This is an optimization exercise on Yosys and OpenROAD, whose aim is small area, a short achievable clock period and few clock cycles, not a production implementation. RTL that was checked went through simulation tests only; none was proved equivalent to the original. Power is estimated from default activity; no workload was simulated.

==> inputs of delta <==
Design shipValidator, start of the top module:
module shipValidator
(
	input logic clk,
	input logic rstN,
	input logic enable,
	input logic [14:0] request,
	output logic placed,
	output logic borderConflict,
	output logic memoryConflict,
	output logic conflict
);
==> module fleetStore, before the edit <==
module fleetStore
(
	input logic clk,
	input logic rstN,
	input logic player,
	input logic writeStrobe,
	input logic [63:0] shipMask,
	output logic [63:0] occupied0,
	output logic [63:0] occupied1,
	output logic fleetFull
);
	logic boardValid;
	logic write0;
	logic write1;
	logic [3:0] count0;
	logic [3:0] count1;
	assign write0 = writeStrobe && !player;
	assign write1 = writeStrobe && player;
	assign fleetFull = player ? (count1 == 4'(fleetPkg::fleetDepth))
		: (count0 == 4'(fleetPkg::fleetDepth));
	always_ff @(posedge clk or negedge rstN)
	begin
		if (!rstN)
		begin
			boardValid <= 1'b0;
			count0 <= '0;
			count1 <= '0;
		end
		else
		begin
			boardValid <= 1'b1;
			if (write0)
				count0 <= count0 + 4'd1;
			if (write1)
				count1 <= count1 + 4'd1;
		end
	end
	always_ff @(posedge clk)
	begin
		occupied0 <= (occupied0 & {64{boardValid}}) | (shipMask & {64{write0}});
		occupied1 <= (occupied1 & {64{boardValid}}) | (shipMask & {64{write1}});
	end
endmodule
Settings: LEC_CHECK=0, ABC_AREA=1, CAP_MARGIN=20, CORE_MARGIN=2, CORE_UTILIZATION=40, CTS_BUF_LIST=sky130_fd_sc_hd__clkbuf_8, CTS_CLUSTER_DIAMETER=40, CTS_CLUSTER_SIZE=10, PLACE_DENSITY=0.6, SETUP_SLACK_MARGIN=1.0, SLEW_MARGIN=20; clock period 6.0 ns.
standard.sh (not shown) runs the stock make flow with config.mk's settings and CLKGATE_MAP_FILE= SYNTH_SCRIPT=/design/flow/synth_recipe.tcl, a recipe that flattens the netlist after the stock synthesis.
==> flow/flow/run.sh <==
#!/bin/bash
# Standard synthesis, then the combinational logic mapped again for area with
# ABC (registers and their names untouched), then the standard layout steps.
set -euo pipefail
work=$(pwd)
R=$work/orfs/results/$FLOW_PLATFORM/shipValidator/base
bash standard.sh synth > standard_synth.log 2>&1
cp "$R/1_2_yosys.v" "$work/standard_1_2_yosys.v"
set -a; eval "$(make -s -C "$FLOW_HOME" DESIGN_CONFIG="$FLOW_CONFIG" print-LIB_FILES print-DONT_USE_CELLS print-ABC_DRIVER_CELL print-ABC_LOAD_IN_FF 2>/dev/null | sed -n 's/^\([A-Z_]*\): *\(.*[^ ]\) *$/\1="\2"/p')"; set +a
bash flow/remap.sh "$work/flow/abc.script" "$work/standard_1_2_yosys.v" "$R/1_2_yosys.v" > remap.log 2>&1
rm -f "$R/1_synth.odb" "$R/1_synth.sdc"
bash standard.sh finish > standard_finish.log 2>&1
==> flow/flow/abc.script <==
strash
dch
map -a
topo
buffer -c
upsize -c
dnsize -c
==> flow/flow/cellmodels.py <==
#!/usr/bin/env python3
"""Write Verilog models of the liberty's combinational cells (for techmap), so
a mapped netlist's logic can be mapped again. Sequential cells are left out and
stay as they are. usage: cellmodels.py LIB OUT.v"""
import re
import sys

lib = open(sys.argv[1]).read()
out = []
pos = 0
for m in re.finditer(r'\n\s*cell\s*\(\s*"?([\w]+)"?\s*\)\s*\{', lib):
    pass
starts = [(m.start(), m.group(1)) for m in re.finditer(r'\n\s*cell\s*\(\s*"?([\w]+)"?\s*\)\s*\{', lib)]
for i, (s, name) in enumerate(starts):
    e = starts[i + 1][0] if i + 1 < len(starts) else len(lib)
    body = lib[s:e]
    if name.endswith("conb_1") or re.search(r"\n\s*(ff|latch|statetable)\s*\(", body):
        continue
    pins = []
    for pm in re.finditer(r'\n\s*pin\s*\(\s*"?(\w+)"?\s*\)\s*\{', body):
        ps = pm.end()
        # pin body up to next pin( or end
        nxt = re.search(r'\n\s*pin\s*\(', body[ps:])
        pb = body[ps:ps + nxt.start()] if nxt else body[ps:]
        d = re.search(r'direction\s*:\s*"?(\w+)"?', pb)
        f = re.search(r'\n\s*function\s*:\s*"([^"]*)"', pb)
        pins.append((pm.group(1), d.group(1) if d else None, f.group(1) if f else None))
    ins = [p for p, d, f in pins if d == 'input']
    outs = [(p, f) for p, d, f in pins if d == 'output']
    if not outs or any(f is None for p, f in outs):
        continue
    if any(d not in ('input', 'output') for p, d, f in pins):
        continue
    ports = ins + [p for p, f in outs]
    out.append(f"module {name} ({', '.join(ports)});")
    for p in ins:
        out.append(f"  input {p};")
    for p, f in outs:
        expr = f.replace('!', '~')
        expr = re.sub(r'\)\s+\(', ') & (', expr)
        out.append(f"  output {p};")
        out.append(f"  assign {p} = {expr};")
    out.append("endmodule")
open(sys.argv[2], 'w').write("\n".join(out) + "\n")
==> flow/flow/remap.sh <==
#!/bin/bash
# Maps the combinational logic of the standard synthesis's netlist again with
# the ABC script in $1, leaving every register cell and its name as it is.
# usage: remap.sh ABC_SCRIPT NETLIST_IN NETLIST_OUT [ABC_D_PS]
set -euo pipefail
here=$(cd "$(dirname "$0")" && pwd)
lib=$(echo $LIB_FILES | awk '{print $1}')
script=$1; in=$2; out=$3; dps=${4:-}
python3 "$here/cellmodels.py" "$lib" remap_cells.v
dontuse=""
for c in $DONT_USE_CELLS; do dontuse="$dontuse -dont_use $c"; done
printf 'set_driving_cell %s\nset_load %s\n' "$ABC_DRIVER_CELL" "$ABC_LOAD_IN_FF" > remap.constr
darg=""
[[ -n "$dps" ]] && darg="-D $dps"
cat > remap.ys <<EOY
read_liberty -lib $lib
read_verilog -defer $in
hierarchy -top $FLOW_TOP
techmap -map remap_cells.v
techmap
opt -fast
opt -purge
abc -liberty $lib $dontuse -script $script -constr remap.constr $darg
splitnets
opt_clean -purge
hilomap -singleton -hicell sky130_fd_sc_hd__conb_1 HI -locell sky130_fd_sc_hd__conb_1 LO
insbuf -buf sky130_fd_sc_hd__buf_4 A X
check -assert -mapped
tee -o remap_stat.txt stat -liberty $lib
rename -hide w:*\$func\$*
write_verilog -noattr -nohex -nodec $out
EOY
yosys -s remap.ys
==> nickel: changes against delta <==
==> flow/run.sh (new file) <==
#!/bin/bash
# synth_recipe.tcl (not shown) runs the flow's synth.tcl, then flattens the netlist and writes it again
# the make line also repeats each setting of config.mk as NAME=value (left out here)
make -C /OpenROAD-flow-scripts/flow DESIGN_CONFIG=/design/flow/config.mk WORK_HOME=/design/flow/orfs CLKGATE_MAP_FILE= SYNTH_SCRIPT=/design/flow/synth_recipe.tcl finish
- ABC_AREA: 1 -> unset
- CTS_BUF_LIST: sky130_fd_sc_hd__clkbuf_8 -> unset
- CTS_CLUSTER_DIAMETER: 40 -> unset
- CTS_CLUSTER_SIZE: 10 -> unset
- SETUP_SLACK_MARGIN: 1.0 -> 1.5
removed: flow/flow/run.sh
removed: flow/flow/abc.script
removed: flow/flow/cellmodels.py
removed: flow/flow/remap.sh
removed: flow/standard.sh
==> lagoon: changes against delta <==
--- a/flow/design.v
+++ b/flow/design.v
@@ -164,7 +164,39 @@
 	end
+	logic [63:0] next0;
+	logic [63:0] next1;
+	for (genvar i = 0; i < 64; i++)
+	begin : bitCell
+		occupancyNext next0Cell
+		(
+			.occupied(occupied0[i]),
+			.valid(boardValid),
+			.mask(shipMask[i]),
+			.write(write0),
+			.next(next0[i])
+		);
+		occupancyNext next1Cell
+		(
+			.occupied(occupied1[i]),
+			.valid(boardValid),
+			.mask(shipMask[i]),
+			.write(write1),
+			.next(next1[i])
+		);
+	end
 	always_ff @(posedge clk)
 	begin
-		occupied0 <= (occupied0 & {64{boardValid}}) | (shipMask & {64{write0}});
-		occupied1 <= (occupied1 & {64{boardValid}}) | (shipMask & {64{write1}});
-	end
+		occupied0 <= next0;
+		occupied1 <= next1;
+	end
+endmodule
+`timescale 1ns/10ps
+module occupancyNext
+(
+	input logic occupied,
+	input logic valid,
+	input logic mask,
+	input logic write,
+	output logic next
+);
+	assign next = (occupied && valid) || (mask && write);
 endmodule
==> flow/run.sh (new file) <==
#!/bin/bash
# synth_recipe.tcl (not shown) runs the flow's synth.tcl, then flattens the netlist and writes it again
# the make line also repeats each setting of config.mk as NAME=value (left out here)
make -C /OpenROAD-flow-scripts/flow DESIGN_CONFIG=/design/flow/config.mk WORK_HOME=/design/flow/orfs CLKGATE_MAP_FILE= SYNTH_SCRIPT=/design/flow/synth_recipe.tcl finish
- CTS_BUF_LIST: sky130_fd_sc_hd__clkbuf_8 -> unset
- CTS_CLUSTER_DIAMETER: 40 -> unset
- CTS_CLUSTER_SIZE: 10 -> unset
- SYNTH_HIERARCHICAL: unset -> 1
- SYNTH_MINIMUM_KEEP_SIZE: unset -> 0
removed: flow/flow/run.sh
removed: flow/flow/abc.script
removed: flow/flow/cellmodels.py
removed: flow/flow/remap.sh
removed: flow/standard.sh
==> qor summary <==
| quantity | nickel | lagoon | delta |
|---|---|---|---|
| Run status | no timing/DRC/antenna violations | no timing/DRC/antenna violations | no timing/DRC/antenna violations |
| Minimum setup slack in the final design | 0.306 ns | 1.09 ns | 0.493 ns |
| Timing endpoint of the critical path | store.occupied0[34] | memoryConflict | placed |
| Part of the total power dissipated in sequential elements | 0.391 | 0.420 | 0.469 |
| Post-synthesis simple-gate area fraction | 0.189 | 0.513 | - |
| Multiplexer share of the synthesized area | 0.0156 | 0 | - |
| Worst voltage drop across the vdd grid | 0.000195 V | 0.000206 V | 0.000148 V |
| Routed length per placed instance | 25.1 microns | 14.2 microns | 16.7 microns |
| Fraction of final layout cells sized beyond drive strength 1 | 0.448 | 0.199 | 0.357 |
| Maximum fanout along the worst path | 7 | 8 | 5 |
| Worst EP arrival | 6.07 ns | 3.71 ns | 4.31 ns |
| Top Consumer | clock | clock | sequential cells |
| Initial cell density of the core | 0.405 | 0.404 | 0.406 |
| Sequential cell power | 0.000950 W | 0.000956 W | 0.000946 W |
Testbench counts of delta, summed over its fixed seeds: cycles 4,608.
Testbench counts of nickel, summed over its fixed seeds: cycles 4,608.
No functional check of the RTL was part of lagoon.

## what the ideal ports hide
No port has a modelled driver above. Below, the same layouts with a new extraction and two added sets of constraints.
Step 1: set_driving_cell puts a clkbuf_16 on clk and a buf_2 on each other input, an assumption about the parent block.
Step 2 adds t to the input delays and takes it off the output delays; t is the mean of the earliest and latest rising clock arrival at the registers after step 1. Input paths then give back, and output paths get back, about the clock's delay inside the block.
Slacks: ideal ports / drivers / drivers and shift; pairs: ideal ports / drivers.
| run | t, ns | setup slack, ns | worst setup path at the end | worst slew at a driven data input, ns |
|---|---|---|---|---|
| delta | 0.494 | 0.493 / 0.448 / 0.448 | input to output | 0.05 |
| nickel | 0.482 | 0.306 / 0.299 / -0.159 | input to register | 0.05 |
| lagoon | 0.471 | 1.085 / 1.037 / 1.037 | input to output | 0.06 |
Met with ideal ports but missed after step 2: setup timing in nickel. The setup slack of nickel, which loses most, moves by -0.007 ns with the drivers and by -0.465 ns with both steps.
